Context: an optimization exercise on an open-source flow, tuned for small area. The choices shown serve that exercise and are no tape-out recipe.
Only simulation tests tie the RTL to the original design; equivalence was not proved.

### design/flow/flow/run.sh
#!/bin/bash
# The standard layout, with two changes:
#  - synthesis: ORFS's synth.tcl without the full/half adder extraction, and
#    abc's default area-oriented mapping script (registers are mapped exactly
#    as in the standard synthesis)
#  - CTS: the arguments in flow/cts_args.txt (smaller clock buffers, no dummy
#    loads)
set -euo pipefail
W=$(pwd)
python3 flow/patch_synth.py "$FLOW_HOME/scripts/synth.tcl" "$W/synth_patched.tcl" > patch.log 2>&1
sed "s#\$::env(SCRIPTS_DIR)/synth.tcl#$W/synth_patched.tcl#" synth_recipe.tcl > my_synth.tcl
grep -q synth_patched my_synth.tcl
sed "s#SYNTH_SCRIPT=[^ ]*#SYNTH_SCRIPT=$W/my_synth.tcl#" standard.sh > my_standard.sh
grep -q "SYNTH_SCRIPT=$W/my_synth.tcl" my_standard.sh
export CTS_ARGS="$(cat flow/cts_args.txt)"
echo "CTS_ARGS=$CTS_ARGS" > cts_args.log
bash my_standard.sh > flow.log 2>&1
### design/flow/flow/cts_args.txt
-sink_clustering_enable -repair_clock_nets -dont_use_dummy_load -root_buf sky130_fd_sc_hd__clkbuf_16 -buf_list sky130_fd_sc_hd__clkbuf_8 -sink_clustering_size 20
### design/flow/flow/patch_synth.py
# Writes a copy of ORFS's synth.tcl that leaves adders to abc (no extract_fa)
# and maps with abc's default area-oriented script instead of the speed script.
import sys
src, dst = sys.argv[1], sys.argv[2]
s = open(src).read()
a = """if {
  [env_var_exists_and_non_empty ADDER_MAP_FILE] &&"""
assert s.count(a) == 1, "adder block not found"
s = s.replace(a, """if { 0 &&
  [env_var_exists_and_non_empty ADDER_MAP_FILE] &&""")
b = "  log_cmd abc {*}$abc_args\n"
assert s.count(b) == 1, "abc call not found"
s = s.replace(b, "  log_cmd abc {*}$lib_args {*}$lib_dont_use_args\n")
open(dst, "w").write(s)
print("patched", src, "->", dst)
### design/flow/standard.sh
#!/bin/bash
# synth_recipe.tcl (not shown) runs the flow's synth.tcl, then flattens the netlist and writes it again
# the make line also repeats each setting of config.mk as NAME=value (left out here)
make -C /OpenROAD-flow-scripts/flow DESIGN_CONFIG=/design/flow/config.mk WORK_HOME=/design/flow/orfs CLKGATE_MAP_FILE= SYNTH_SCRIPT=/design/flow/synth_recipe.tcl "${@:-finish}"
### design/flow/config.mk
export PLATFORM = sky130hd
export DESIGN_NAME = game_2048_top
export DESIGN_NICKNAME = game_2048_top
export VERILOG_FILES = /design/flow/design.v
export SDC_FILE = /design/flow/constraint.sdc
export NUM_CORES = 4
export LEC_CHECK = 0
export CAP_MARGIN = 20
export CORE_MARGIN = 2
export CORE_UTILIZATION = 40
export PLACE_DENSITY = 0.45
export SLEW_MARGIN = 20
### design/flow/constraint.sdc
create_clock -name core_clock -period 32.0 [get_ports {clk}]
set_input_delay 6.4000 -clock core_clock [delete_from_list [all_inputs] [get_ports {clk}]]
set_output_delay 6.4000 -clock core_clock [all_outputs]
set_load 0.01 [all_outputs]
### design/flow/design.v
`timescale 1ns/100ps
package game_pkg;
  localparam int pad_bits = 12;               
  localparam int spawn_four_limit = 230;      
  localparam logic [7:0] lfsr_seed = 8'h69;
  localparam logic [3:0] max_tile = 4'd11;    
  localparam int btn_up    = 7;
  localparam int btn_down  = 6;
  localparam int btn_left  = 5;
  localparam int btn_right = 4;
  localparam logic [5:0] border_rgb = 6'b10_10_10;   
endpackage
`timescale 1ns/100ps
module pad_receiver (
  input  logic clk,
  input  logic rst_n,
  input  logic pmod_data,
  input  logic pmod_clk,
  input  logic pmod_latch,
  output logic [11:0] shift_reg,    
  output logic latch_rise           
);
  logic [1:0] data_sync;
  logic [1:0] clk_sync;
  logic [1:0] latch_sync;
  logic clk_prev;
  logic latch_prev;
  logic clk_rise;
  always_ff @(posedge clk or negedge rst_n) begin
    if (!rst_n) begin
      data_sync  <= 2'b11;
      clk_sync   <= 2'b11;
      latch_sync <= 2'b11;
      clk_prev   <= 1'b1;
      latch_prev <= 1'b1;
    end else begin
      data_sync  <= {data_sync[0], pmod_data};
      clk_sync   <= {clk_sync[0], pmod_clk};
      latch_sync <= {latch_sync[0], pmod_latch};
      clk_prev   <= clk_sync[1];
      latch_prev <= latch_sync[1];
    end
  end
  assign clk_rise   = clk_sync[1] & ~clk_prev;
  assign latch_rise = latch_sync[1] & ~latch_prev;
  always_ff @(posedge clk or negedge rst_n) begin
    if (!rst_n) begin
      shift_reg <= '1;
    end else if (clk_rise) begin
      shift_reg <= {shift_reg[10:0], data_sync[1]};
    end
  end
endmodule
`timescale 1ns/100ps
module move_detect (
  input  logic clk,
  input  logic rst_n,
  input  logic [11:0] shift_reg,
  input  logic latch_rise,
  output logic strobe,
  output logic [1:0] dir      
);
  logic [3:0] pad_dir;    
  logic [3:0] press;
  logic pend;
  assign press = shift_reg[7:4] & ~pad_dir & {4{~&shift_reg}};
  always_ff @(posedge clk or negedge rst_n) begin
    if (!rst_n) begin
      pad_dir <= 4'hf;
      pend    <= 1'b0;
      strobe  <= 1'b0;
      dir     <= 2'd0;
    end else begin
      pend   <= latch_rise & (|press);
      strobe <= pend;
      if (latch_rise) begin
        pad_dir <= shift_reg[7:4];
        dir     <= press[3] ? 2'd0 : press[2] ? 2'd1 : press[1] ? 2'd2 : 2'd3;
      end
    end
  end
endmodule
`timescale 1ns/100ps
module slide_line (
  input  logic [15:0] a,
  input  logic hold,         
  output logic [15:0] o,
  output logic chg           
);
  logic [3:0] a0, a1, a2, a3;
  logic n0, n1, n2, n3;
  logic [3:0] b0, b1, b2, b3;
  logic [3:0] p0, p1, p2, p3;
  logic two, one;
  logic m0, m1, m23;
  logic gap;
  assign {a3, a2, a1, a0} = a;
  assign n0 = hold | (|a0);
  assign n1 = hold | (|a1);
  assign n2 = hold | (|a2);
  assign n3 = hold | (|a3);
  assign b0 = n0 ? a0 : a1;
  assign b1 = n0 ? a1 : 4'd0;
  assign b2 = n2 ? a2 : a3;
  assign b3 = n2 ? a3 : 4'd0;
  assign two = n0 & n1;
  assign one = n0 ^ n1;
  assign p0 = (n0 | n1) ? b0 : b2;
  assign p1 = two ? b1 : one ? b2 : b3;
  assign p2 = two ? b2 : one ? b3 : 4'd0;
  assign p3 = two ? b3 : 4'd0;
  assign m0  = !hold && (p0 == p1) && (p1 != 4'd0) && !(p0[3] & p0[1] & p0[0]);
  assign m1  = !hold && !m0 && (p1 == p2) && (p2 != 4'd0) && !(p1[3] & p1[1] & p1[0]);
  assign m23 = !hold && !m1 && (p2 == p3) && (p3 != 4'd0) && !(p2[3] & p2[1] & p2[0]);
  assign o[3:0]   = p0 + {3'd0, m0};
  assign o[7:4]   = m0 ? p2 + {3'd0, m23} : p1 + {3'd0, m1};
  assign o[11:8]  = m0 ? (m23 ? 4'd0 : p3) : m1 ? p3 : p2 + {3'd0, m23};
  assign o[15:12] = (m0 | m1 | m23) ? 4'd0 : p3;
  assign gap = (!n0 & (n1 | n2 | n3)) | (!n1 & (n2 | n3)) | (!n2 & n3);
  assign chg = gap | m0 | m1 | m23;
endmodule
module board_engine (
  input  logic clk,
  input  logic rst_n,
  input  logic strobe,
  input  logic [1:0] dir,            
  output logic [63:0] board,         
  output logic [1:0] orient
);
  function automatic int turn(input int g, input int a, input int b);
    int x, y;
    x = (g >= 2) ? b : a;
    y = (g >= 2) ? a : b;
    if (g % 2 == 1) begin
      x = 3 - x;
      y = 3 - y;
    end
    turn = x*4 + y;
  endfunction
  logic hold;
  logic [1:0] g;
  logic [15:0] line_in [4];
  logic [15:0] line_out [4];
  logic [3:0] line_chg;
  logic changed;
  logic [7:0] lfsr;
  assign hold = !(strobe && !changed);
  assign g = hold ? 2'd0 : (orient ^ dir);
  always_comb begin
    for (int j = 0; j < 4; j++) begin
      for (int i = 0; i < 4; i++) begin
        case (g)
          2'd0:    line_in[j][i*4 +: 4] = board[turn(0, j, i)*4 +: 4];
          2'd1:    line_in[j][i*4 +: 4] = board[turn(1, j, i)*4 +: 4];
          2'd2:    line_in[j][i*4 +: 4] = board[turn(2, j, i)*4 +: 4];
          default: line_in[j][i*4 +: 4] = board[turn(3, j, i)*4 +: 4];
        endcase
      end
    end
  end
  for (genvar j = 0; j < 4; j++) begin : g_line
    slide_line u_line (
      .a    (line_in[j]),
      .hold (hold),
      .o    (line_out[j]),
      .chg  (line_chg[j])
    );
  end
  logic [15:0] empty;            
  logic [2:0] q0, q1, q2, q3;    
  logic [3:0] c8lo;
  logic [3:0] n;                 
  logic [3:0] target;
  logic [3:0] pos;               
  always_comb begin
    for (int x = 0; x < 4; x++) begin
      for (int y = 0; y < 4; y++) begin
        case (orient)
          2'd0:    empty[x*4+y] = (board[turn(0, x, y)*4 +: 4] == 4'd0);
          2'd1:    empty[x*4+y] = (board[turn(1, x, y)*4 +: 4] == 4'd0);
          2'd2:    empty[x*4+y] = (board[turn(2, x, y)*4 +: 4] == 4'd0);
          default: empty[x*4+y] = (board[turn(3, x, y)*4 +: 4] == 4'd0);
        endcase
      end
    end
  end
  assign q0 = {2'd0, empty[0]} + {2'd0, empty[1]} + {2'd0, empty[2]} + {2'd0, empty[3]};
  assign q1 = {2'd0, empty[4]} + {2'd0, empty[5]} + {2'd0, empty[6]} + {2'd0, empty[7]};
  assign q2 = {2'd0, empty[8]} + {2'd0, empty[9]} + {2'd0, empty[10]} + {2'd0, empty[11]};
  assign q3 = {2'd0, empty[12]} + {2'd0, empty[13]} + {2'd0, empty[14]} + {2'd0, empty[15]};
  assign c8lo = {1'b0, q0} + {1'b0, q1};
  assign n = c8lo + {1'b0, q2} + {1'b0, q3};
  function automatic logic [3:0] mod_step(input logic [3:0] r, input logic b, input logic [3:0] d);
    logic [4:0] rb;
    logic [5:0] diff;
    rb = {r, b};
    diff = {1'b0, rb} - {2'b0, d};
    mod_step = diff[5] ? rb[3:0] : diff[3:0];
  endfunction
  always_comb begin : mod_n
    logic [3:0] r;
    r = (lfsr[7] && n != 4'd1) ? 4'd1 : 4'd0;
    for (int k = 6; k >= 0; k--) r = mod_step(r, lfsr[k], n);
    target = r;
  end
  always_comb begin : pick
    logic [3:0] t1;
    logic [2:0] t2;
    logic [1:0] t3;
    logic [2:0] c4;
    logic [3:0] col;
    logic [1:0] c2;
    logic [1:0] pair;
    pos[3] = (target >= c8lo);
    t1 = pos[3] ? target - c8lo : target;
    c4 = pos[3] ? q2 : q0;
    pos[2] = ({1'b0, t1} >= {2'b0, c4});
    t2 = pos[2] ? t1[2:0] - c4 : t1[2:0];
    col = empty[{pos[3], pos[2]}*4 +: 4];
    c2 = {1'b0, col[0]} + {1'b0, col[1]};
    pos[1] = ({1'b0, t2} >= {2'b0, c2});
    t3 = pos[1] ? t2[1:0] - c2 : t2[1:0];
    pair = pos[1] ? col[3:2] : col[1:0];
    pos[0] = pair[0] ? t3[0] : 1'b1;
  end
  logic [3:0] spos;
  always_comb begin
    spos = orient[1] ? {pos[1:0], pos[3:2]} : pos;
    if (orient[0]) spos = ~spos;
  end
  logic [1:0] spawn_bits;
  logic [15:0] hit;
  assign spawn_bits = (lfsr < 8'd230) ? 2'b01 : 2'b10;
  assign hit = 16'd1 << spos;
  always_ff @(posedge clk or negedge rst_n) begin
    if (!rst_n) begin
      lfsr             <= game_pkg::lfsr_seed;
      changed          <= 1'b0;
      orient           <= 2'd0;
      board            <= '0;
      board[5*4 +: 4]  <= 4'd1;    
      board[10*4 +: 4] <= 4'd1;
    end else begin
      lfsr    <= {lfsr[6:0], lfsr[7] ^ lfsr[5] ^ lfsr[4] ^ lfsr[3]};
      changed <= |line_chg;
      if (!hold) orient <= dir;
      for (int j = 0; j < 4; j++) begin
        for (int i = 0; i < 4; i++) begin
          board[(j*4+i)*4 +: 4] <= line_out[j][i*4 +: 4] |
                                   {2'b00, {2{changed & hit[j*4+i]}} & spawn_bits};
        end
      end
    end
  end
endmodule
`timescale 1ns/100ps
module vga_timing (
  input  logic clk,
  input  logic rst_n,
  output logic [2:0] hc,
  output logic [7:0] hx,
  output logic [2:0] vc,
  output logic [6:0] vy
);
  logic h_wrap;
  logic line_end;
  logic v_wrap;
  assign h_wrap   = (hx == 8'd159);
  assign line_end = h_wrap && (hc == 3'd4);
  assign v_wrap   = (vc == 3'd4) ? (vy == 7'd44) : (vy == 7'd119);
  always_ff @(posedge clk or negedge rst_n) begin
    if (!rst_n) begin
      hc <= '0;
      hx <= '0;
      vc <= '0;
      vy <= '0;
    end else begin
      if (h_wrap) begin
        hx <= '0;
        hc <= (hc == 3'd4) ? 3'd0 : hc + 3'd1;
      end else begin
        hx <= hx + 8'd1;
      end
      if (line_end) begin
        if (v_wrap) begin
          vy <= '0;
          vc <= (vc == 3'd4) ? 3'd0 : vc + 3'd1;
        end else begin
          vy <= vy + 7'd1;
        end
      end
    end
  end
endmodule
`timescale 1ns/100ps
module tile_renderer (
  input  logic clk,
  input  logic rst_n,
  input  logic [2:0] hc,
  input  logic [7:0] hx,
  input  logic [2:0] vc,
  input  logic [6:0] vy,
  input  logic [63:0] board,    
  input  logic [1:0] orient,
  output logic hsync,
  output logic vsync,
  output logic [1:0] red,
  output logic [1:0] green,
  output logic [1:0] blue
);
  logic active;
  logic border;
  logic [3:0] tile;
  logic [5:0] colour;
  logic pix_hsync;
  logic pix_vsync;
  assign active = !hc[2] && !vc[2];
  assign border = (hx < 8'd4) || (vy < 7'd4) ||
                  (hc == 3'd3 && hx >= 8'd156) || (vc == 3'd3 && vy >= 7'd116);
  logic [3:0] scell;
  always_comb begin
    scell = orient[1] ? {vc[1:0], hc[1:0]} : {hc[1:0], vc[1:0]};
    if (orient[0]) scell = ~scell;
  end
  assign tile   = board[scell*4 +: 4];
  assign pix_hsync = !(hc == 3'd4 && hx >= 8'd16 && hx < 8'd112);
  assign pix_vsync = !(vc == 3'd4 && vy >= 7'd10 && vy < 7'd12);
  function automatic logic [5:0] palette(input logic [3:0] t);
    case (t)
      4'd0:    palette = 6'b00_00_00;
      4'd1:    palette = 6'b11_00_00;
      4'd2:    palette = 6'b11_10_00;
      4'd3:    palette = 6'b11_11_00;
      4'd4:    palette = 6'b10_11_00;
      4'd5:    palette = 6'b00_11_00;
      4'd6:    palette = 6'b00_11_10;
      4'd7:    palette = 6'b00_11_11;
      4'd8:    palette = 6'b00_00_11;
      4'd9:    palette = 6'b11_00_11;
      4'd10:   palette = 6'b11_01_11;
      4'd11:   palette = 6'b11_11_11;
      default: palette = 6'b00_00_00;
    endcase
  endfunction
  always_comb begin
    if (!active) colour = '0;
    else if (border) colour = game_pkg::border_rgb;
    else colour = palette(tile);
  end
  always_ff @(posedge clk or negedge rst_n) begin
    if (!rst_n) begin
      red   <= 2'b00;
      green <= 2'b00;
      blue  <= 2'b00;
      hsync <= 1'b1;
      vsync <= 1'b1;
    end else begin
      red   <= colour[5:4];
      green <= colour[3:2];
      blue  <= colour[1:0];
      hsync <= pix_hsync;
      vsync <= pix_vsync;
    end
  end
endmodule
`timescale 1ns/100ps
module game_2048_top (
  input  logic clk,
  input  logic rst_n,
  input  logic pmod_data,
  input  logic pmod_clk,
  input  logic pmod_latch,
  output logic hsync,
  output logic vsync,
  output logic [1:0] red,
  output logic [1:0] green,
  output logic [1:0] blue
);
  logic [11:0] shift_reg;
  logic latch_rise;
  logic strobe;
  logic [1:0] dir;
  logic [63:0] board;
  logic [1:0] orient;
  logic [2:0] hc;
  logic [7:0] hx;
  logic [2:0] vc;
  logic [6:0] vy;
  pad_receiver pad_i (
    .clk        (clk),
    .rst_n      (rst_n),
    .pmod_data  (pmod_data),
    .pmod_clk   (pmod_clk),
    .pmod_latch (pmod_latch),
    .shift_reg  (shift_reg),
    .latch_rise (latch_rise)
  );
  move_detect move_i (
    .clk        (clk),
    .rst_n      (rst_n),
    .shift_reg  (shift_reg),
    .latch_rise (latch_rise),
    .strobe     (strobe),
    .dir        (dir)
  );
  board_engine board_i (
    .clk    (clk),
    .rst_n  (rst_n),
    .strobe (strobe),
    .dir    (dir),
    .board  (board),
    .orient (orient)
  );
  vga_timing timing_i (
    .clk   (clk),
    .rst_n (rst_n),
    .hc    (hc),
    .hx    (hx),
    .vc    (vc),
    .vy    (vy)
  );
  tile_renderer render_i (
    .clk   (clk),
    .rst_n (rst_n),
    .hc    (hc),
    .hx    (hx),
    .vc    (vc),
    .vy    (vy),
    .board (board),
    .orient(orient),
    .hsync (hsync),
    .vsync (vsync),
    .red   (red),
    .green (green),
    .blue  (blue)
  );
endmodule
==> impl_metrics.xml, run 1 <==
<?xml version="1.0" encoding="UTF-8"?>
<metrics>
  <group name="clocking">
    <metric name="post_cts_buffers" unit="">0</metric>
    <metric name="post_cts_resized" unit="">0</metric>
    <metric name="htree_levels" unit="">4</metric>
    <metric name="numCtsBuffers" unit="">17</metric>
    <metric name="cts_tree" unit="">yes</metric>
    <metric name="clock_sink_count" unit="">132</metric>
    <metric name="insertion_delay" unit="ns">0.38</metric>
    <metric name="post_cts_hold_buffers" unit="">0</metric>
    <metric name="max-clock-path-buffers" unit="">2</metric>
    <metric name="clk_pin_slew" unit="ns">0.07</metric>
    <metric name="clockRootBuffer" unit="">sky130_fd_sc_hd__clkbuf_16</metric>
  </group>
  <group name="worst_setup_path">
    <metric name="worst-endpoint-arrival" unit="ns">18.54</metric>
    <metric name="worstPathBufferInverterCount" unit="">1</metric>
    <metric name="crit-reg2reg-launch" unit="">board_i.board[16]$_DFF_PN0_</metric>
    <metric name="r2r_slack" unit="ns">13.72</metric>
    <metric name="timing.critical_path.from_type" unit="">register</metric>
    <metric name="setup.worst_path.end_class" unit="">register</metric>
    <metric name="critPathMaxStageDelay" unit="ns">0.98</metric>
    <metric name="cp_top_family" unit="">compound AO/OA/AOI/OAI gates</metric>
    <metric name="critical_path_class" unit="">reg -&gt; reg</metric>
    <metric name="worst_r2r_endpoint" unit="">board_i.board[36]$_DFF_PN0_</metric>
    <metric name="worst_path_most_repeated_cell" unit="">sky130_fd_sc_hd__maj3_1</metric>
    <metric name="critPathMaxFanout" unit="">15</metric>
    <metric name="worst-r2r-cell-count" unit="">54</metric>
    <metric name="worstPathRequired" unit="ns">32.27</metric>
    <metric name="critical_path_cell_with_the_highest_stage_delay" unit="">sky130_fd_sc_hd__xor2_1</metric>
  </group>
  <group name="place">
    <metric name="io_buffer_count" unit="">12</metric>
    <metric name="hpwl" unit="mm">30.2</metric>
    <metric name="gpl.final_weighted_congestion" unit="">0.944</metric>
    <metric name="post-place-ws" unit="ns">13.97</metric>
  </group>
  <group name="sta">
    <metric name="timing.final.hold_violations" unit="">0</metric>
    <metric name="setup_slack" unit="ns">13.72</metric>
    <metric name="finClkSkew" unit="ns">0.0237</metric>
    <metric name="drv_slew" unit="">0</metric>
    <metric name="maxSlewHeadroom" unit="">0.188</metric>
    <metric name="final_period_minus_worst_setup_slack" unit="ns">18.28</metric>
    <metric name="timing.final.crit_share" unit="">0.571</metric>
    <metric name="timing.fmax" unit="GHz">0.0547</metric>
    <metric name="fin_setup_tns" unit="ns">0</metric>
    <metric name="worst_pin_slew" unit="ns">1.21</metric>
    <metric name="rsz0062_at_grt" unit="">false</metric>
    <metric name="finalSetupViolations" unit="">0</metric>
  </group>
  <group name="synth">
    <metric name="syn_nets" unit="">1398</metric>
    <metric name="synth.ff_latch_count" unit="">132</metric>
    <metric name="ys.warnings.count" unit="">8</metric>
    <metric name="synth.yosys.seq_area_share" unit="">0.298</metric>
    <metric name="synth_area_per_cell" unit="um^2">8.06</metric>
    <metric name="synth.lib_cells_used.distinct" unit="">59</metric>
    <metric name="syn_area" unit="um^2">11200</metric>
    <metric name="synth_edf_count" unit="">0</metric>
    <metric name="synth_async_sr_flop_share" unit="">1.00</metric>
    <metric name="postSynthCellCount" unit="">1393</metric>
    <metric name="ys_dominant_reg_cell" unit="">sky130_fd_sc_hd__dfrtp_1</metric>
  </group>
  <group name="finish">
    <metric name="fillerInstances" unit="">2806</metric>
    <metric name="nets" unit="">1451</metric>
    <metric name="largest_reg_flops" unit="">64</metric>
    <metric name="multiInputGateArea" unit="um^2">7800</metric>
    <metric name="flow.area_growth_from_synthesis" unit="%">9.30</metric>
    <metric name="share_of_layout_cells_above_drive_strength_1" unit="">0.0609</metric>
    <metric name="sequential_cell_area" unit="um^2">3340</metric>
    <metric name="antennaDiodeCount" unit="">0</metric>
    <metric name="postLayoutCoreUtil" unit="">0.443</metric>
  </group>
  <group name="detailed_routing">
    <metric name="detail_route.vias_per_cell" unit="">6.20</metric>
    <metric name="vias" unit="">11300</metric>
    <metric name="detail_route.iter0.violations" unit="">1214</metric>
    <metric name="remaining_drc_errors" unit="">0</metric>
    <metric name="first_pass_detailed_route_iteration_total" unit="">6</metric>
    <metric name="routedWlPerCell" unit="um">22.3</metric>
    <metric name="wl" unit="mm">40.7</metric>
    <metric name="route.antenna.remaining_nets" unit="">0</metric>
  </group>
  <group name="min_path">
    <metric name="hold_path_startpoint" unit="">pad_i.latch_sync[0]$_DFF_PN1_</metric>
    <metric name="worstHoldPathCells" unit="">0</metric>
    <metric name="min_delay_worst_endpoint" unit="">pad_i.latch_sync[1]$_DFF_PN1_</metric>
    <metric name="hold_path_class" unit="">reg -&gt; reg</metric>
  </group>
  <group name="floorplanning">
    <metric name="io_pins" unit="">13</metric>
    <metric name="die_area" unit="um^2">29400</metric>
    <metric name="die_h" unit="um">172</metric>
    <metric name="placeableCoreArea" unit="um^2">27700</metric>
    <metric name="start_util" unit="">0.405</metric>
    <metric name="fp.dieW" unit="um">172</metric>
    <metric name="rows" unit="">61</metric>
  </group>
  <group name="run">
    <metric name="max_cap_viol_count" unit="">0</metric>
  </group>
  <group name="grt">
    <metric name="gr-usage-all-layers" unit="">0.280</metric>
    <metric name="antenna_found_initial" unit="">0</metric>
    <metric name="vias_in_the_first_global_route" unit="">10624</metric>
    <metric name="grt_start_max_net_pins" unit="">73</metric>
    <metric name="grt.overflow.total" unit="">0</metric>
    <metric name="grt_first_pass_wirelength" unit="mm">62.9</metric>
  </group>
  <group name="run_status">
    <metric name="run_status" unit="">timing/DRC/antenna clean</metric>
  </group>
</metrics>
## final cells by class
cell class	instances	share of cell area
Inverter	31	0.00948
Clock buffer	17	0.0200
Multi-Input combinational cell	1230	0.636
Timing Repair Buffer	34	0.0240
Sequential cell	132	0.272
Tap cell	378	0.0385
## worst max-delay path by stage
stage / start / cells past startpoint / to / slack [ns]
floorplan: board_i.orient[0]$_DFFE_PN0P_ / 53 / board_i.board[44]$_DFF_PN0_ / 15.57
global placement: board_i.orient[1]$_DFFE_PN0P_ / 54 / board_i.board[57]$_DFF_PN0_ / 14.36
detailed placement: board_i.board[16]$_DFF_PN0_ / 54 / board_i.board[36]$_DFF_PN0_ / 13.97
CTS: board_i.board[16]$_DFF_PN0_ / 54 / board_i.board[36]$_DFF_PN0_ / 13.87
global route: board_i.board[4]$_DFF_PN0_ / 54 / board_i.board[36]$_DFF_PN0_ / 11.88
finish: board_i.board[16]$_DFF_PN0_ / 54 / board_i.board[36]$_DFF_PN0_ / 13.72
## metal layers
layer  share of wire  GRT usage  vias to the layer above
met2            0.45      0.438                      452
met1            0.45      0.390                     5415
met5               0          0                        -
li1                -          -                     5361
met4           0.033      0.110                        0
met3           0.065     0.0421                       72
## worst reg2reg max path: cells and delay by family (launching register included)
| family | cells | cell delay [ns] |
|---|---|---|
| and+or+nand+nor | 10 | 2.58 |
| muxes | 2 | 0.55 |
| xor gates and xnor gates | 9 | 3.08 |
| AOI/OAI and AO/OA | 20 | 6.51 |
| adders and majority gates | 12 | 4.74 |
| DFF | 1 | 0.45 |
| buffers and inverters | 1 | 0.25 |
## Yosys cell counts, drive strengths merged (10+ instances only)
master,number,share of area
nand2,206,0.069
nor2,156,0.052
o21ai,112,0.050
dfrtp,100,0.22
a21oi,95,0.042
xnor2,68,0.053
mux2i,61,0.054
xor2,41,0.032
dfstp,32,0.075
clkinv,31,0.010
nand4,30,0.017
nor3,30,0.013
nand3,28,0.012
nor4,26,0.014
and2,23,0.013
nor2b,23,0.013
o22ai,23,0.013
a22oi,22,0.015
o221ai,20,0.016
a221oi,19,0.015
a222oi,18,0.016
maj3,17,0.015
nand2b,17,0.0095
a22o,15,0.012
and3,14,0.0078
mux2,14,0.014
or3,13,0.0072
a211oi,10,0.0067
mux4,10,0.020
o21a,10,0.0067
## cell usage in the layout, fill, tap and decap left out, types with 14 or more instances in the layout
cell,Yosys,layout
sky130_fd_sc_hd__o21ai_0,112,111
sky130_fd_sc_hd__o22ai_1,23,23
sky130_fd_sc_hd__a22oi_1,22,22
sky130_fd_sc_hd__nor3_1,30,30
sky130_fd_sc_hd__dfrtp_1,100,100
sky130_fd_sc_hd__a21oi_1,95,95
sky130_fd_sc_hd__nor2_1,156,155
sky130_fd_sc_hd__clkinv_1,31,31
sky130_fd_sc_hd__and3_1,14,14
sky130_fd_sc_hd__nand4_1,30,30
sky130_fd_sc_hd__dfstp_2,32,32
sky130_fd_sc_hd__xor2_1,41,41
sky130_fd_sc_hd__mux2i_1,61,61
sky130_fd_sc_hd__nor4_1,26,26
sky130_fd_sc_hd__o221ai_1,20,20
sky130_fd_sc_hd__and2_0,23,22
sky130_fd_sc_hd__buf_4,0,21
sky130_fd_sc_hd__clkbuf_8,0,16
sky130_fd_sc_hd__a22o_1,15,15
sky130_fd_sc_hd__nor2b_1,23,21
sky130_fd_sc_hd__a222oi_1,18,18
sky130_fd_sc_hd__nand3_1,28,28
sky130_fd_sc_hd__nand2b_1,17,17
sky130_fd_sc_hd__nand2_1,206,206
sky130_fd_sc_hd__maj3_1,17,17
sky130_fd_sc_hd__a221oi_1,19,19
sky130_fd_sc_hd__mux2_1,14,14
sky130_fd_sc_hd__xnor2_1,68,67
## stage by stage
| stage | hold slack (ns) | area [um^2] | std cells |
|---|---|---|---|
| finish | 0.357 | 12300 | 1822 |
| global route | 0.361 | 12300 | 1822 |
| CTS | 0.359 | 12300 | 1822 |
| detailed placement | 0.346 | 12000 | 1805 |
| global placement | 0.337 | 12000 | 1804 |
| floorplan | 0.331 | 11200 | 1393 |
## logic make-up after synthesis
kind of cell | count (synthesis) | share of synthesized area
mux | 85 | 0.0885
flops | 132 | 0.298
buf+inv | 31 | 0.0104
compound gates | 422 | 0.247
fa+ha+maj | 17 | 0.0152
simple gates | 592 | 0.246
xor+xnor | 114 | 0.0951
==> run 2: changes to the inputs <==
==> design/flow/flow/cts_args.txt (replaced) <==
-sink_clustering_enable -repair_clock_nets -dont_use_dummy_load -root_buf sky130_fd_sc_hd__clkbuf_16 -buf_list sky130_fd_sc_hd__clkbuf_8
==> run 2 against run 1 <==
Net effect:
- still clean on timing, DRC and antenna
- first-iteration DRC count unchanged
- synthesized cell count stayed put
- final cell count stayed put
- via count did not move
- critical path depth is the same
- critical path type unchanged
- largest cell class unchanged
- highest routed layer unchanged
==> impl_metrics.xml, run 2 <==
<?xml version="1.0" encoding="UTF-8"?>
<metrics>
  <group name="floorplanning">
    <metric name="placeableCoreArea" unit="um^2">27700</metric>
    <metric name="die_area" unit="um^2">29400</metric>
    <metric name="start_util" unit="">0.405</metric>
    <metric name="rows" unit="">61</metric>
    <metric name="fp.dieW" unit="um">172</metric>
    <metric name="io_pins" unit="">13</metric>
    <metric name="die_h" unit="um">172</metric>
  </group>
  <group name="clocking">
    <metric name="post_cts_resized" unit="">0</metric>
    <metric name="htree_levels" unit="">4</metric>
    <metric name="clockRootBuffer" unit="">sky130_fd_sc_hd__clkbuf_16</metric>
    <metric name="numCtsBuffers" unit="">17</metric>
    <metric name="post_cts_buffers" unit="">0</metric>
    <metric name="clock_sink_count" unit="">132</metric>
    <metric name="post_cts_hold_buffers" unit="">0</metric>
    <metric name="clk_pin_slew" unit="ns">0.07</metric>
    <metric name="insertion_delay" unit="ns">0.38</metric>
    <metric name="max-clock-path-buffers" unit="">2</metric>
    <metric name="cts_tree" unit="">yes</metric>
  </group>
  <group name="detailed_routing">
    <metric name="remaining_drc_errors" unit="">0</metric>
    <metric name="routedWlPerCell" unit="um">22.3</metric>
    <metric name="route.antenna.remaining_nets" unit="">0</metric>
    <metric name="wl" unit="mm">40.7</metric>
    <metric name="vias" unit="">11300</metric>
    <metric name="first_pass_detailed_route_iteration_total" unit="">6</metric>
    <metric name="detail_route.iter0.violations" unit="">1214</metric>
    <metric name="detail_route.vias_per_cell" unit="">6.20</metric>
  </group>
  <group name="place">
    <metric name="hpwl" unit="mm">30.2</metric>
    <metric name="post-place-ws" unit="ns">13.97</metric>
    <metric name="gpl.final_weighted_congestion" unit="">0.944</metric>
    <metric name="io_buffer_count" unit="">12</metric>
    <metric name="place.detailed.instances" unit="">1805</metric>
  </group>
  <group name="worst_setup_path">
    <metric name="setup.worst_path.end_class" unit="">register</metric>
    <metric name="critical_path_cell_with_the_highest_stage_delay" unit="">sky130_fd_sc_hd__xor2_1</metric>
    <metric name="cp_top_family" unit="">compound AO/OA/AOI/OAI gates</metric>
    <metric name="worst-endpoint-arrival" unit="ns">18.54</metric>
    <metric name="critPathMaxStageDelay" unit="ns">0.98</metric>
    <metric name="worstPathRequired" unit="ns">32.27</metric>
    <metric name="critPathMaxFanout" unit="">15</metric>
    <metric name="timing.critical_path.from_type" unit="">register</metric>
    <metric name="worstPathBufferInverterCount" unit="">1</metric>
    <metric name="critical_path_class" unit="">reg -&gt; reg</metric>
    <metric name="worst_path_most_repeated_cell" unit="">sky130_fd_sc_hd__maj3_1</metric>
  </group>
  <group name="synth">
    <metric name="synth_area_leader_cell" unit="">sky130_fd_sc_hd__dfrtp_1</metric>
    <metric name="synth.ff_latch_count" unit="">132</metric>
    <metric name="syn_area" unit="um^2">11200</metric>
    <metric name="ys_dominant_reg_cell" unit="">sky130_fd_sc_hd__dfrtp_1</metric>
    <metric name="synth.yosys.seq_area_share" unit="">0.298</metric>
    <metric name="area_share_of_the_leading_cell_type_in_the_synthesized_netlist" unit="">0.223</metric>
    <metric name="ys.warnings.count" unit="">8</metric>
    <metric name="synthTopCellsByCount" unit="">sky130_fd_sc_hd__nand2_1, sky130_fd_sc_hd__nor2_1, sky130_fd_sc_hd__o21ai_0, sky130_fd_sc_hd__dfrtp_1, sky130_fd_sc_hd__a21oi_1</metric>
    <metric name="postSynthCellCount" unit="">1393</metric>
    <metric name="synth_edf_count" unit="">0</metric>
    <metric name="yosysMostFrequentCell" unit="">sky130_fd_sc_hd__nand2_1</metric>
    <metric name="synth.lib_cells_used.distinct" unit="">59</metric>
    <metric name="synth_async_sr_flop_share" unit="">1.00</metric>
    <metric name="synth_area_per_cell" unit="um^2">8.06</metric>
    <metric name="syn_nets" unit="">1398</metric>
    <metric name="synth_top_cells_by_area" unit="">sky130_fd_sc_hd__dfrtp_1, sky130_fd_sc_hd__dfstp_2, sky130_fd_sc_hd__nand2_1</metric>
  </group>
  <group name="sta">
    <metric name="fin_setup_tns" unit="ns">0</metric>
    <metric name="worst_pin_slew" unit="ns">1.21</metric>
    <metric name="finalSetupViolations" unit="">0</metric>
    <metric name="setup_slack" unit="ns">13.72</metric>
    <metric name="timing.fmax" unit="GHz">0.0547</metric>
    <metric name="timing.final.crit_share" unit="">0.571</metric>
    <metric name="maxSlewHeadroom" unit="">0.188</metric>
    <metric name="final.hold.worst_slack" unit="ns">0.357</metric>
    <metric name="finClkSkew" unit="ns">0.0237</metric>
    <metric name="drv_slew" unit="">0</metric>
    <metric name="final_period_minus_worst_setup_slack" unit="ns">18.28</metric>
    <metric name="rsz0062_at_grt" unit="">false</metric>
    <metric name="timing.final.hold_violations" unit="">0</metric>
  </group>
  <group name="grt">
    <metric name="grt.overflow.total" unit="">0</metric>
    <metric name="antenna_found_initial" unit="">0</metric>
    <metric name="grt_start_max_net_pins" unit="">73</metric>
    <metric name="vias_in_the_first_global_route" unit="">10624</metric>
    <metric name="gr-usage-all-layers" unit="">0.280</metric>
    <metric name="grt_first_pass_wirelength" unit="mm">62.9</metric>
  </group>
  <group name="finish">
    <metric name="antennaDiodeCount" unit="">0</metric>
    <metric name="flow.area_growth_from_synthesis" unit="%">9.30</metric>
    <metric name="finish.cell_count_without_fillers" unit="">1822</metric>
    <metric name="share_of_layout_cells_above_drive_strength_1" unit="">0.0609</metric>
    <metric name="postLayoutCoreUtil" unit="">0.443</metric>
    <metric name="layout_commonest_cell" unit="">sky130_fd_sc_hd__nand2_1</metric>
    <metric name="nets" unit="">1451</metric>
    <metric name="largest_reg_flops" unit="">64</metric>
    <metric name="mostFrequentLayoutCells" unit="">sky130_fd_sc_hd__nand2_1, sky130_fd_sc_hd__nor2_1, sky130_fd_sc_hd__o21ai_0, sky130_fd_sc_hd__dfrtp_1, sky130_fd_sc_hd__a21oi_1</metric>
    <metric name="fillerInstances" unit="">2806</metric>
  </group>
  <group name="run_status">
    <metric name="run_status" unit="">timing/DRC/antenna clean</metric>
  </group>
  <group name="min_path">
    <metric name="hold_path_class" unit="">reg -&gt; reg</metric>
  </group>
  <group name="run">
    <metric name="max_cap_viol_count" unit="">0</metric>
  </group>
</metrics>
## run 2: cell counts after synthesis
No cell type changed its count.
## run 2: cells by family (layout without fill, tap and decap cells)
family,Yosys count,count (layout),synth area share
and+or+nand+nor,592,592,0.246
AOI/OAI and AO/OA,422,422,0.247
DFF,132,132,0.298
xor gates and xnor gates,114,114,0.0951
muxes,85,85,0.0885
buffers and inverters,31,82,0.0104
adders and majority gates,17,17,0.0152
## run 2: through the flow
| stage | instance area, um^2 |
|---|---|
| 6_report | 12300 |
| 5_1_grt | 12300 |
| 4_1_cts | 12300 |
| 3_5_place_dp | 12000 |
| 3_3_place_gp | 12000 |
| 2_1_floorplan | 11200 |
## run 2: cell type report
type,count,area (um^2),area share
multi-input combinational,1230,7800,0.636
tap,378,473,0.0385
timing repair buffer,34,294,0.0240
inverter,31,116,0.00948
sequential,132,3340,0.272
clock buffer,17,245,0.0200
## run 2: per-layer routing
metal | vias to the layer above | global-route usage | share of wire
met5 | - | 0 | 0
met4 | 0 | 0.110 | 0.033
met3 | 72 | 0.0421 | 0.065
met2 | 452 | 0.438 | 0.45
met1 | 5415 | 0.390 | 0.45
li1 | 5361 | - | -
## run 2: path summary, 6_finish.rpt
kind	slack (ns)	to	cells past startpoint	from
worst max-delay path	13.72	board_i.board[36]$_DFF_PN0_	54	board_i.board[16]$_DFF_PN0_
worst min-delay path	0.36	pad_i.latch_sync[1]$_DFF_PN1_	0	pad_i.latch_sync[0]$_DFF_PN1_
worst max register to register	13.72	board_i.board[36]$_DFF_PN0_	54	board_i.board[16]$_DFF_PN0_
worst min register to register	0.36	pad_i.latch_sync[1]$_DFF_PN1_	0	pad_i.latch_sync[0]$_DFF_PN1_
max in group asynchronous	24.62	board_i.board[28]$_DFF_PN0_	2	rst_n
min in group asynchronous	6.06	board_i.lfsr[1]$_DFF_PN0_	1	rst_n
==> run 3: changes to the inputs <==
--- a/design/flow/flow/run.sh
+++ b/design/flow/flow/run.sh
@@ -3,9 +3,10 @@
 #  - synthesis: ORFS's synth.tcl without the full/half adder extraction, and
-#    abc's default area-oriented mapping script (registers are mapped exactly
-#    as in the standard synthesis)
+#    abc mapping with flow/abc.script (area oriented) instead of ORFS's speed
+#    script; registers are mapped exactly as in the standard synthesis
 #  - CTS: the arguments in flow/cts_args.txt (smaller clock buffers, no dummy
 #    loads)
+# Each tool's output: flow.log (make), orfs/logs/ (per step), patch.log.
 set -euo pipefail
 W=$(pwd)
-python3 flow/patch_synth.py "$FLOW_HOME/scripts/synth.tcl" "$W/synth_patched.tcl" > patch.log 2>&1
+python3 flow/patch_synth.py "$FLOW_HOME/scripts/synth.tcl" "$W/synth_patched.tcl" "$W/flow/abc.script" > patch.log 2>&1
 sed "s#\$::env(SCRIPTS_DIR)/synth.tcl#$W/synth_patched.tcl#" synth_recipe.tcl > my_synth.tcl
==> design/flow/flow/abc.script (new file) <==
strash
&get -n
&fraig -x
&put
scorr
dc2
strash
&get -n
&deepsyn -T 120
&put
strash
dch -f
amap
==> design/flow/flow/patch_synth.py (replaced) <==
# Writes a copy of ORFS's synth.tcl that leaves adders to abc (no extract_fa)
# and maps with the abc script given (area oriented) instead of ORFS's
# speed script. Registers are mapped exactly as in the standard synthesis.
import sys
src, dst, script = sys.argv[1], sys.argv[2], sys.argv[3]
s = open(src).read()
a = """if {
  [env_var_exists_and_non_empty ADDER_MAP_FILE] &&"""
assert s.count(a) == 1, "adder block not found"
s = s.replace(a, """if { 0 &&
  [env_var_exists_and_non_empty ADDER_MAP_FILE] &&""")
b = "  log_cmd abc {*}$abc_args\n"
assert s.count(b) == 1, "abc call not found"
s = s.replace(b, "  log_cmd abc -script " + script + " {*}$lib_args {*}$lib_dont_use_args\n")
open(dst, "w").write(s)
print("patched", src, "->", dst)
==> run 3 against run 2 <==
Net effect:
- count of clock-buffer cells in the layout unchanged
- routed wire length is 10% lower
- largest cell class unchanged
- area after synthesis down 12%
- critical endpoint is now board_i.board[48]$_DFF_PN0_
- maximum frequency rose by 1.4%
- worst setup slack gained 0.26 ns
- first-iteration DRC count decreased by 17%
==> impl_metrics.xml, run 3 <==
<?xml version="1.0" encoding="UTF-8"?>
<metrics>
  <group name="place">
    <metric name="placed_area" unit="um^2">10600</metric>
    <metric name="post-place-ws" unit="ns">14.22</metric>
    <metric name="io_buffer_count" unit="">12</metric>
    <metric name="hpwl" unit="mm">28.3</metric>
    <metric name="gpl.final_weighted_congestion" unit="">0.994</metric>
  </group>
  <group name="clocking">
    <metric name="insertion_delay" unit="ns">0.38</metric>
    <metric name="cts_tree" unit="">yes</metric>
    <metric name="post_cts_resized" unit="">0</metric>
    <metric name="clockRootBuffer" unit="">sky130_fd_sc_hd__clkbuf_16</metric>
    <metric name="clock_sink_count" unit="">132</metric>
    <metric name="clk_pin_slew" unit="ns">0.06</metric>
    <metric name="max-clock-path-buffers" unit="">2</metric>
    <metric name="htree_levels" unit="">4</metric>
    <metric name="post_cts_hold_buffers" unit="">0</metric>
    <metric name="post_cts_buffers" unit="">0</metric>
    <metric name="numCtsBuffers" unit="">17</metric>
  </group>
  <group name="sta">
    <metric name="timing.final.hold_violations" unit="">0</metric>
    <metric name="timing.final.crit_share" unit="">0.563</metric>
    <metric name="setup_slack" unit="ns">13.98</metric>
    <metric name="maxSlewHeadroom" unit="">0.363</metric>
    <metric name="final_period_minus_worst_setup_slack" unit="ns">18.02</metric>
    <metric name="finClkSkew" unit="ns">0.0409</metric>
    <metric name="fin_setup_tns" unit="ns">0</metric>
    <metric name="drv_slew" unit="">0</metric>
    <metric name="worst_pin_slew" unit="ns">0.952</metric>
    <metric name="timing.fmax" unit="GHz">0.0555</metric>
    <metric name="rsz0062_at_grt" unit="">false</metric>
    <metric name="finalSetupViolations" unit="">0</metric>
  </group>
  <group name="worst_setup_path">
    <metric name="r2r_slack" unit="ns">13.98</metric>
    <metric name="worst_r2r_endpoint" unit="">board_i.board[48]$_DFF_PN0_</metric>
    <metric name="timing.critical_path.from_type" unit="">register</metric>
    <metric name="worstPathRequired" unit="ns">32.22</metric>
    <metric name="worst-r2r-cell-count" unit="">88</metric>
    <metric name="worst-endpoint-arrival" unit="ns">18.23</metric>
    <metric name="critPathMaxFanout" unit="">24</metric>
    <metric name="crit-reg2reg-launch" unit="">board_i.orient[0]$_DFFE_PN0P_</metric>
    <metric name="critical_path_class" unit="">reg -&gt; reg</metric>
    <metric name="critical_path_start" unit="">board_i.orient[0]$_DFFE_PN0P_</metric>
    <metric name="setup.worst_path.end_class" unit="">register</metric>
    <metric name="critical_path_cell_with_the_highest_stage_delay" unit="">sky130_fd_sc_hd__dfrtp_1</metric>
    <metric name="worst_path_most_repeated_cell" unit="">sky130_fd_sc_hd__nor2_1</metric>
    <metric name="critPathMaxStageDelay" unit="ns">0.70</metric>
    <metric name="worstSetupEndpoint" unit="">board_i.board[48]$_DFF_PN0_</metric>
  </group>
  <group name="synth">
    <metric name="ys_dominant_reg_cell" unit="">sky130_fd_sc_hd__dfrtp_1</metric>
    <metric name="syn_area" unit="um^2">9920</metric>
    <metric name="synth_area_leader_cell" unit="">sky130_fd_sc_hd__dfrtp_1</metric>
    <metric name="synth.yosys.seq_area_share" unit="">0.337</metric>
    <metric name="synth_area_per_cell" unit="um^2">7.27</metric>
    <metric name="synthTopCellsByCount" unit="">sky130_fd_sc_hd__nor2_1, sky130_fd_sc_hd__clkinv_1, sky130_fd_sc_hd__o22ai_1, sky130_fd_sc_hd__o21ai_0, sky130_fd_sc_hd__nand2_1</metric>
    <metric name="postSynthCellCount" unit="">1364</metric>
    <metric name="yosysMostFrequentCell" unit="">sky130_fd_sc_hd__nor2_1</metric>
    <metric name="synth_async_sr_flop_share" unit="">1.00</metric>
    <metric name="synth_top_cells_by_area" unit="">sky130_fd_sc_hd__dfrtp_1, sky130_fd_sc_hd__o22ai_1, sky130_fd_sc_hd__nor2_1</metric>
    <metric name="synth_top_family_by_area" unit="">compound AO/OA/AOI/OAI gates</metric>
    <metric name="synth_edf_count" unit="">0</metric>
    <metric name="synth-compound-area-share" unit="">0.383</metric>
    <metric name="area_share_of_the_leading_cell_type_in_the_synthesized_netlist" unit="">0.252</metric>
    <metric name="syn_nets" unit="">1369</metric>
    <metric name="synth_fa_ha_area_frac" unit="">0</metric>
    <metric name="ys.warnings.count" unit="">8</metric>
    <metric name="post_synth_mux_area_share" unit="">0</metric>
    <metric name="synth_xor_xnor_area_share" unit="">0</metric>
    <metric name="synth.lib_cells_used.distinct" unit="">43</metric>
    <metric name="synth_simple_gate_area_share" unit="">0.220</metric>
    <metric name="synth.ff_latch_count" unit="">132</metric>
  </group>
  <group name="finish">
    <metric name="post-route-cell-area" unit="um^2">10800</metric>
    <metric name="largest_reg_flops" unit="">64</metric>
    <metric name="flow.area_growth_from_synthesis" unit="%">9.17</metric>
    <metric name="mostFrequentLayoutCells" unit="">sky130_fd_sc_hd__nor2_1, sky130_fd_sc_hd__clkinv_1, sky130_fd_sc_hd__o22ai_1, sky130_fd_sc_hd__o21ai_0, sky130_fd_sc_hd__nand2_1</metric>
    <metric name="fillerInstances" unit="">2588</metric>
    <metric name="postLayoutCoreUtil" unit="">0.445</metric>
    <metric name="layout_commonest_cell" unit="">sky130_fd_sc_hd__nor2_1</metric>
    <metric name="antennaDiodeCount" unit="">0</metric>
    <metric name="nets" unit="">1417</metric>
    <metric name="share_of_layout_cells_above_drive_strength_1" unit="">0.0489</metric>
  </group>
  <group name="run_status">
    <metric name="run_status" unit="">timing/DRC/antenna clean</metric>
  </group>
  <group name="grt">
    <metric name="gr-usage-all-layers" unit="">0.281</metric>
    <metric name="grt.overflow.total" unit="">0</metric>
    <metric name="grt_first_pass_wirelength" unit="mm">56.8</metric>
    <metric name="grt_start_max_net_pins" unit="">71</metric>
    <metric name="vias_in_the_first_global_route" unit="">10043</metric>
    <metric name="antenna_found_initial" unit="">0</metric>
  </group>
  <group name="detailed_routing">
    <metric name="first_pass_detailed_route_iteration_total" unit="">7</metric>
    <metric name="detail_route.vias_per_cell" unit="">6.30</metric>
    <metric name="route.antenna.remaining_nets" unit="">0</metric>
    <metric name="routedWlPerCell" unit="um">21.1</metric>
    <metric name="remaining_drc_errors" unit="">0</metric>
    <metric name="wl" unit="mm">36.6</metric>
    <metric name="vias" unit="">10922</metric>
    <metric name="detail_route.iter0.violations" unit="">1013</metric>
  </group>
  <group name="min_path">
    <metric name="worstHoldPathCells" unit="">0</metric>
    <metric name="hold_path_class" unit="">reg -&gt; reg</metric>
  </group>
  <group name="floorplanning">
    <metric name="io_pins" unit="">13</metric>
    <metric name="die_h" unit="um">161</metric>
    <metric name="fp.dieW" unit="um">161</metric>
    <metric name="placeableCoreArea" unit="um^2">24300</metric>
    <metric name="die_area" unit="um^2">26100</metric>
    <metric name="rows" unit="">57</metric>
    <metric name="start_util" unit="">0.408</metric>
  </group>
  <group name="run">
    <metric name="max_cap_viol_count" unit="">0</metric>
  </group>
</metrics>
-- run 3: cell count changes in the layout (fill, tap and decap cells not counted), moves of 15 or more --
cell	before	now
sky130_fd_sc_hd__mux2i_1	61	0
sky130_fd_sc_hd__nand2_1	206	109
sky130_fd_sc_hd__nand3_1	28	7
sky130_fd_sc_hd__nor2_1	155	238
sky130_fd_sc_hd__maj3_1	17	0
sky130_fd_sc_hd__xnor2_1	67	0
sky130_fd_sc_hd__o22a_1	4	68
sky130_fd_sc_hd__clkinv_1	31	157
sky130_fd_sc_hd__o22ai_1	23	150
sky130_fd_sc_hd__and2_0	22	5
sky130_fd_sc_hd__xor2_1	41	0
sky130_fd_sc_hd__a22o_1	15	0
sky130_fd_sc_hd__or2_0	9	24
-- run 3: kinds of logic (layout without fill, tap and decap cells) --
| group | after synthesis | after routing |
|---|---|---|
| flops | 132 | 132 |
| compound gates | 581 | 581 |
| buf+inv | 157 | 203 |
| simple gates | 494 | 494 |
-- run 3: critical path, delay by kind of cell, from the launching register on --
kind                   cells  cell delay, ns
flip-flops                 1            0.70
buffers and inverters      8            2.45
AO/OA/AOI/OAI             48           10.47
AND/OR/NAND/NOR           32            4.30
-- run 3: area by class of cell --
type | count | area, um^2 | share of cell area
Sequential cell | 132 | 3340 | 0.309
Tap cell | 324 | 405 | 0.0374
Inverter | 157 | 589 | 0.0544
Clock buffer | 17 | 245 | 0.0226
Timing Repair Buffer | 29 | 249 | 0.0230
Multi-Input combinational cell | 1075 | 6000 | 0.554
-- run 3: metal layers --
| layer | global-route usage | wire length (um) | part of all wire |
|---|---|---|---|
| met5 | 0 | 0 | 0 |
| met1 | 0.393 | 16600 | 0.45 |
| met2 | 0.440 | 16200 | 0.44 |
| met4 | 0.112 | 1370 | 0.037 |
| met3 | 0.0380 | 2370 | 0.065 |
-- run 3: worst min path at each step --
stage	end	slack [ns]	startpoint
3_5_place_dp	move_i.strobe$_DFF_PN0_	0.34	move_i.pend$_DFF_PN0_
5_1_grt	move_i.strobe$_DFF_PN0_	0.36	move_i.pend$_DFF_PN0_
3_3_place_gp	move_i.strobe$_DFF_PN0_	0.33	move_i.pend$_DFF_PN0_
4_1_cts	move_i.strobe$_DFF_PN0_	0.35	move_i.pend$_DFF_PN0_
2_1_floorplan	move_i.strobe$_DFF_PN0_	0.33	move_i.pend$_DFF_PN0_
6_report	move_i.strobe$_DFF_PN0_	0.35	move_i.pend$_DFF_PN0_
-- run 3: metrics by stage --
step,cells,hold WS [ns]
2_1_floorplan,1364,0.331
3_3_place_gp,1717,0.334
3_5_place_dp,1717,0.336
4_1_cts,1734,0.351
5_1_grt,1734,0.356
6_report,1734,0.348
==> run 4: changes to the inputs <==
--- a/design/flow/flow/run.sh
+++ b/design/flow/flow/run.sh
@@ -7,2 +7,4 @@
 #    loads)
+#  - port buffers: every input and output port still gets its own buffer, a
+#    buf_1 instead of the larger cell buffer_ports picks by default
 # Each tool's output: flow.log (make), orfs/logs/ (per step), patch.log.
@@ -16,3 +18,4 @@
 export CTS_ARGS="$(cat flow/cts_args.txt)"
-echo "CTS_ARGS=$CTS_ARGS" > cts_args.log
+export BUFFER_PORTS_ARGS="-buffer_cell sky130_fd_sc_hd__buf_1"
+echo "CTS_ARGS=$CTS_ARGS BUFFER_PORTS_ARGS=$BUFFER_PORTS_ARGS" > cts_args.log
 bash my_standard.sh > flow.log 2>&1
--- a/design/flow/config.mk
+++ b/design/flow/config.mk
@@ -7,6 +7,7 @@
 export LEC_CHECK = 0
-export CAP_MARGIN = 20
+export CAP_MARGIN = 10
 export CORE_MARGIN = 2
 export CORE_UTILIZATION = 40
+export GPL_TIMING_DRIVEN = 0
 export PLACE_DENSITY = 0.45
-export SLEW_MARGIN = 20
+export SLEW_MARGIN = 10
==> run 4 against run 3 <==
Net effect:
- still clean on timing, DRC and antenna
- area after synthesis unchanged
- clock skew increased by 0.0042 ns
- non-clock buffer count decreased by 7
- critical path type unchanged
==> impl_metrics.xml, run 4 <==
<?xml version="1.0" encoding="UTF-8"?>
<metrics>
  <group name="floorplanning">
    <metric name="die_h" unit="um">161</metric>
    <metric name="start_util" unit="">0.408</metric>
    <metric name="fp.dieW" unit="um">161</metric>
    <metric name="rows" unit="">57</metric>
    <metric name="placeableCoreArea" unit="um^2">24300</metric>
    <metric name="die_area" unit="um^2">26100</metric>
    <metric name="io_pins" unit="">13</metric>
  </group>
  <group name="synth">
    <metric name="area_share_of_the_leading_cell_type_in_the_synthesized_netlist" unit="">0.252</metric>
    <metric name="synth_async_sr_flop_share" unit="">1.00</metric>
    <metric name="ys.warnings.count" unit="">8</metric>
    <metric name="synth_top_cells_by_area" unit="">sky130_fd_sc_hd__dfrtp_1, sky130_fd_sc_hd__o22ai_1, sky130_fd_sc_hd__nor2_1</metric>
    <metric name="ys_dominant_reg_cell" unit="">sky130_fd_sc_hd__dfrtp_1</metric>
    <metric name="syn_area" unit="um^2">9920</metric>
    <metric name="synthTopCellsByCount" unit="">sky130_fd_sc_hd__nor2_1, sky130_fd_sc_hd__clkinv_1, sky130_fd_sc_hd__o22ai_1, sky130_fd_sc_hd__o21ai_0, sky130_fd_sc_hd__nand2_1</metric>
    <metric name="synth.yosys.seq_area_share" unit="">0.337</metric>
    <metric name="synth_area_per_cell" unit="um^2">7.27</metric>
    <metric name="postSynthCellCount" unit="">1364</metric>
    <metric name="syn_nets" unit="">1369</metric>
    <metric name="synth.lib_cells_used.distinct" unit="">43</metric>
    <metric name="synth_area_leader_cell" unit="">sky130_fd_sc_hd__dfrtp_1</metric>
    <metric name="synth.ff_latch_count" unit="">132</metric>
    <metric name="synth_edf_count" unit="">0</metric>
    <metric name="yosysMostFrequentCell" unit="">sky130_fd_sc_hd__nor2_1</metric>
  </group>
  <group name="sta">
    <metric name="timing.final.crit_share" unit="">0.603</metric>
    <metric name="timing.final.hold_violations" unit="">0</metric>
    <metric name="setup_slack" unit="ns">12.69</metric>
    <metric name="final.hold.worst_slack" unit="ns">0.325</metric>
    <metric name="worst_pin_slew" unit="ns">1.15</metric>
    <metric name="drv_slew" unit="">0</metric>
    <metric name="timing.fmax" unit="GHz">0.0518</metric>
    <metric name="finalSetupViolations" unit="">0</metric>
    <metric name="final_period_minus_worst_setup_slack" unit="ns">19.31</metric>
    <metric name="rsz0062_at_grt" unit="">false</metric>
    <metric name="fin_setup_tns" unit="ns">0</metric>
    <metric name="finClkSkew" unit="ns">0.0451</metric>
    <metric name="maxSlewHeadroom" unit="">0.222</metric>
  </group>
  <group name="finish">
    <metric name="share_of_layout_cells_above_drive_strength_1" unit="">0.0463</metric>
    <metric name="antennaDiodeCount" unit="">0</metric>
    <metric name="nets" unit="">1410</metric>
    <metric name="mostFrequentLayoutCells" unit="">sky130_fd_sc_hd__nor2_1, sky130_fd_sc_hd__clkinv_1, sky130_fd_sc_hd__o22ai_1, sky130_fd_sc_hd__o21ai_0, sky130_fd_sc_hd__nand2_1</metric>
    <metric name="fillerInstances" unit="">2539</metric>
    <metric name="flow.area_growth_from_synthesis" unit="%">8.74</metric>
    <metric name="largest_reg_flops" unit="">64</metric>
    <metric name="layout_commonest_cell" unit="">sky130_fd_sc_hd__nor2_1</metric>
  </group>
  <group name="clocking">
    <metric name="clk_pin_slew" unit="ns">0.09</metric>
    <metric name="cts_tree" unit="">yes</metric>
    <metric name="clockRootBuffer" unit="">sky130_fd_sc_hd__clkbuf_16</metric>
    <metric name="post_cts_buffers" unit="">0</metric>
    <metric name="clock_sink_count" unit="">132</metric>
    <metric name="max-clock-path-buffers" unit="">2</metric>
    <metric name="htree_levels" unit="">4</metric>
    <metric name="insertion_delay" unit="ns">0.39</metric>
    <metric name="numCtsBuffers" unit="">17</metric>
    <metric name="post_cts_hold_buffers" unit="">0</metric>
    <metric name="post_cts_resized" unit="">0</metric>
  </group>
  <group name="worst_setup_path">
    <metric name="setup.worst_path.end_class" unit="">register</metric>
    <metric name="critical_path_class" unit="">reg -&gt; reg</metric>
    <metric name="cp_top_family" unit="">compound AO/OA/AOI/OAI gates</metric>
    <metric name="timing.critical_path.from_type" unit="">register</metric>
    <metric name="critical_path_cell_with_the_highest_stage_delay" unit="">sky130_fd_sc_hd__o21ai_0</metric>
    <metric name="worst-endpoint-arrival" unit="ns">19.47</metric>
    <metric name="critPathMaxStageDelay" unit="ns">0.88</metric>
    <metric name="critPathMaxFanout" unit="">24</metric>
    <metric name="worstPathRequired" unit="ns">32.17</metric>
    <metric name="worst_path_most_repeated_cell" unit="">sky130_fd_sc_hd__nor2_1</metric>
    <metric name="r2r_slack" unit="ns">12.69</metric>
    <metric name="worstPathBufferInverterCount" unit="">8</metric>
  </group>
  <group name="detailed_routing">
    <metric name="remaining_drc_errors" unit="">0</metric>
    <metric name="detail_route.iter0.violations" unit="">973</metric>
    <metric name="routedWlPerCell" unit="um">20.9</metric>
    <metric name="wl" unit="mm">36.0</metric>
    <metric name="vias" unit="">10813</metric>
    <metric name="detail_route.vias_per_cell" unit="">6.26</metric>
    <metric name="route.antenna.remaining_nets" unit="">0</metric>
    <metric name="first_pass_detailed_route_iteration_total" unit="">7</metric>
  </group>
  <group name="place">
    <metric name="gpl.final_weighted_congestion" unit="">1.00</metric>
    <metric name="io_buffer_count" unit="">12</metric>
    <metric name="hpwl" unit="mm">28.0</metric>
    <metric name="post-place-ws" unit="ns">12.79</metric>
  </group>
  <group name="grt">
    <metric name="antenna_found_initial" unit="">1</metric>
    <metric name="vias_in_the_first_global_route" unit="">9868</metric>
    <metric name="grt_first_pass_wirelength" unit="mm">56.7</metric>
    <metric name="grt.overflow.total" unit="">0</metric>
    <metric name="gr-usage-all-layers" unit="">0.279</metric>
    <metric name="grt_start_max_net_pins" unit="">49</metric>
  </group>
  <group name="min_path">
    <metric name="hold_path_class" unit="">reg -&gt; reg</metric>
  </group>
  <group name="run">
    <metric name="max_cap_viol_count" unit="">0</metric>
  </group>
  <group name="run_status">
    <metric name="run_status" unit="">timing/DRC/antenna clean</metric>
  </group>
</metrics>
-- run 4: worst register-to-register path, delay by kind of cell, from the launching register on --
kind                   cells  cell delay (ns)
buffers and inverters      8             2.76
AOI/OAI and AO/OA         46            11.33
and+or+nand+nor           31             4.23
DFF                        1             0.73
-- run 4: kinds of logic after synthesis --
family | Yosys count | share of synthesized area
AO/OA/AOI/OAI | 581 | 0.383
buffers and inverters | 157 | 0.0594
flip-flops | 132 | 0.337
AND/OR/NAND/NOR | 494 | 0.220
-- run 4: cell type report --
| class | instances | area (um^2) | share of cell area |
|---|---|---|---|
| Multi-Input combinational cell | 1075 | 6010 | 0.557 |
| Timing Repair Buffer | 22 | 193 | 0.0179 |
| Inverter | 157 | 589 | 0.0546 |
| Tap cell | 324 | 405 | 0.0376 |
| Clock buffer | 17 | 245 | 0.0227 |
| Sequential cell | 132 | 3340 | 0.310 |
-- run 4: metrics by stage --
| stage | cell area, um^2 | util | cells |
|---|---|---|---|
| after global routing | 10800 | 0.444 | 1727 |
| after detailed placement | 10500 | 0.433 | 1709 |
| final | 10800 | 0.444 | 1727 |
| after CTS | 10800 | 0.443 | 1726 |
| after floorplan | 9920 | - | 1364 |
| after global placement | 10400 | 0.426 | 1700 |
-- run 4: metal layers --
layer	part of all wire	GRT usage
met5	0	0
met4	0.034	0.0942
met3	0.064	0.0429
met2	0.44	0.436
met1	0.46	0.395
-- run 4: path summary, 6_finish.rpt --
| kind | start | to | cells past startpoint |
|---|---|---|---|
| min in group asynchronous | rst_n | timing_i.hx[0]$_DFF_PN0_ | 1 |
| min reg2reg | move_i.pend$_DFF_PN0_ | move_i.strobe$_DFF_PN0_ | 0 |
| max in group asynchronous | rst_n | board_i.board[40]$_DFF_PN1_ | 3 |
| max | board_i.orient[0]$_DFFE_PN0P_ | board_i.board[52]$_DFF_PN0_ | 85 |
| min | move_i.pend$_DFF_PN0_ | move_i.strobe$_DFF_PN0_ | 0 |
| max reg2reg | board_i.orient[0]$_DFFE_PN0P_ | board_i.board[52]$_DFF_PN0_ | 85 |

[port drivers added, routing unchanged]
Ports are ideal in the flow. The routed layouts listed here were re-timed in OpenROAD.
Step 1 sets driving cells, clkbuf_16 on the clock port and buf_2 on the other inputs (assumed; they add their load-dependent delay and slew).
Step 2, shift: input delay + t, output delay - t, t = (earliest + latest rising clock arrival at the registers) / 2. This alone moves slack from input paths to output paths.
Three values: no drivers, after step 1, after step 2; two values: the first two.
run	t, ns	setup WS [ns]	hold WS [ns]	latest minus earliest clock arrival (ns)	cell pins on the clock port's net
run 1	0.425	13.725 / 13.725 / 13.725	0.357 / 0.357 / 0.357	0.026 / 0.025	1
run 2	0.425	13.725 / 13.725 / 13.725	0.357 / 0.357 / 0.357	0.026 / 0.025	1
run 3	0.413	13.983 / 13.983 / 13.983	0.348 / 0.348 / 0.348	0.041 / 0.041	1
run 4	0.417	12.692 / 12.692 / 12.692	0.325 / 0.325 / 0.325	0.045 / 0.046	1
After both steps every run listed still meets setup and hold.
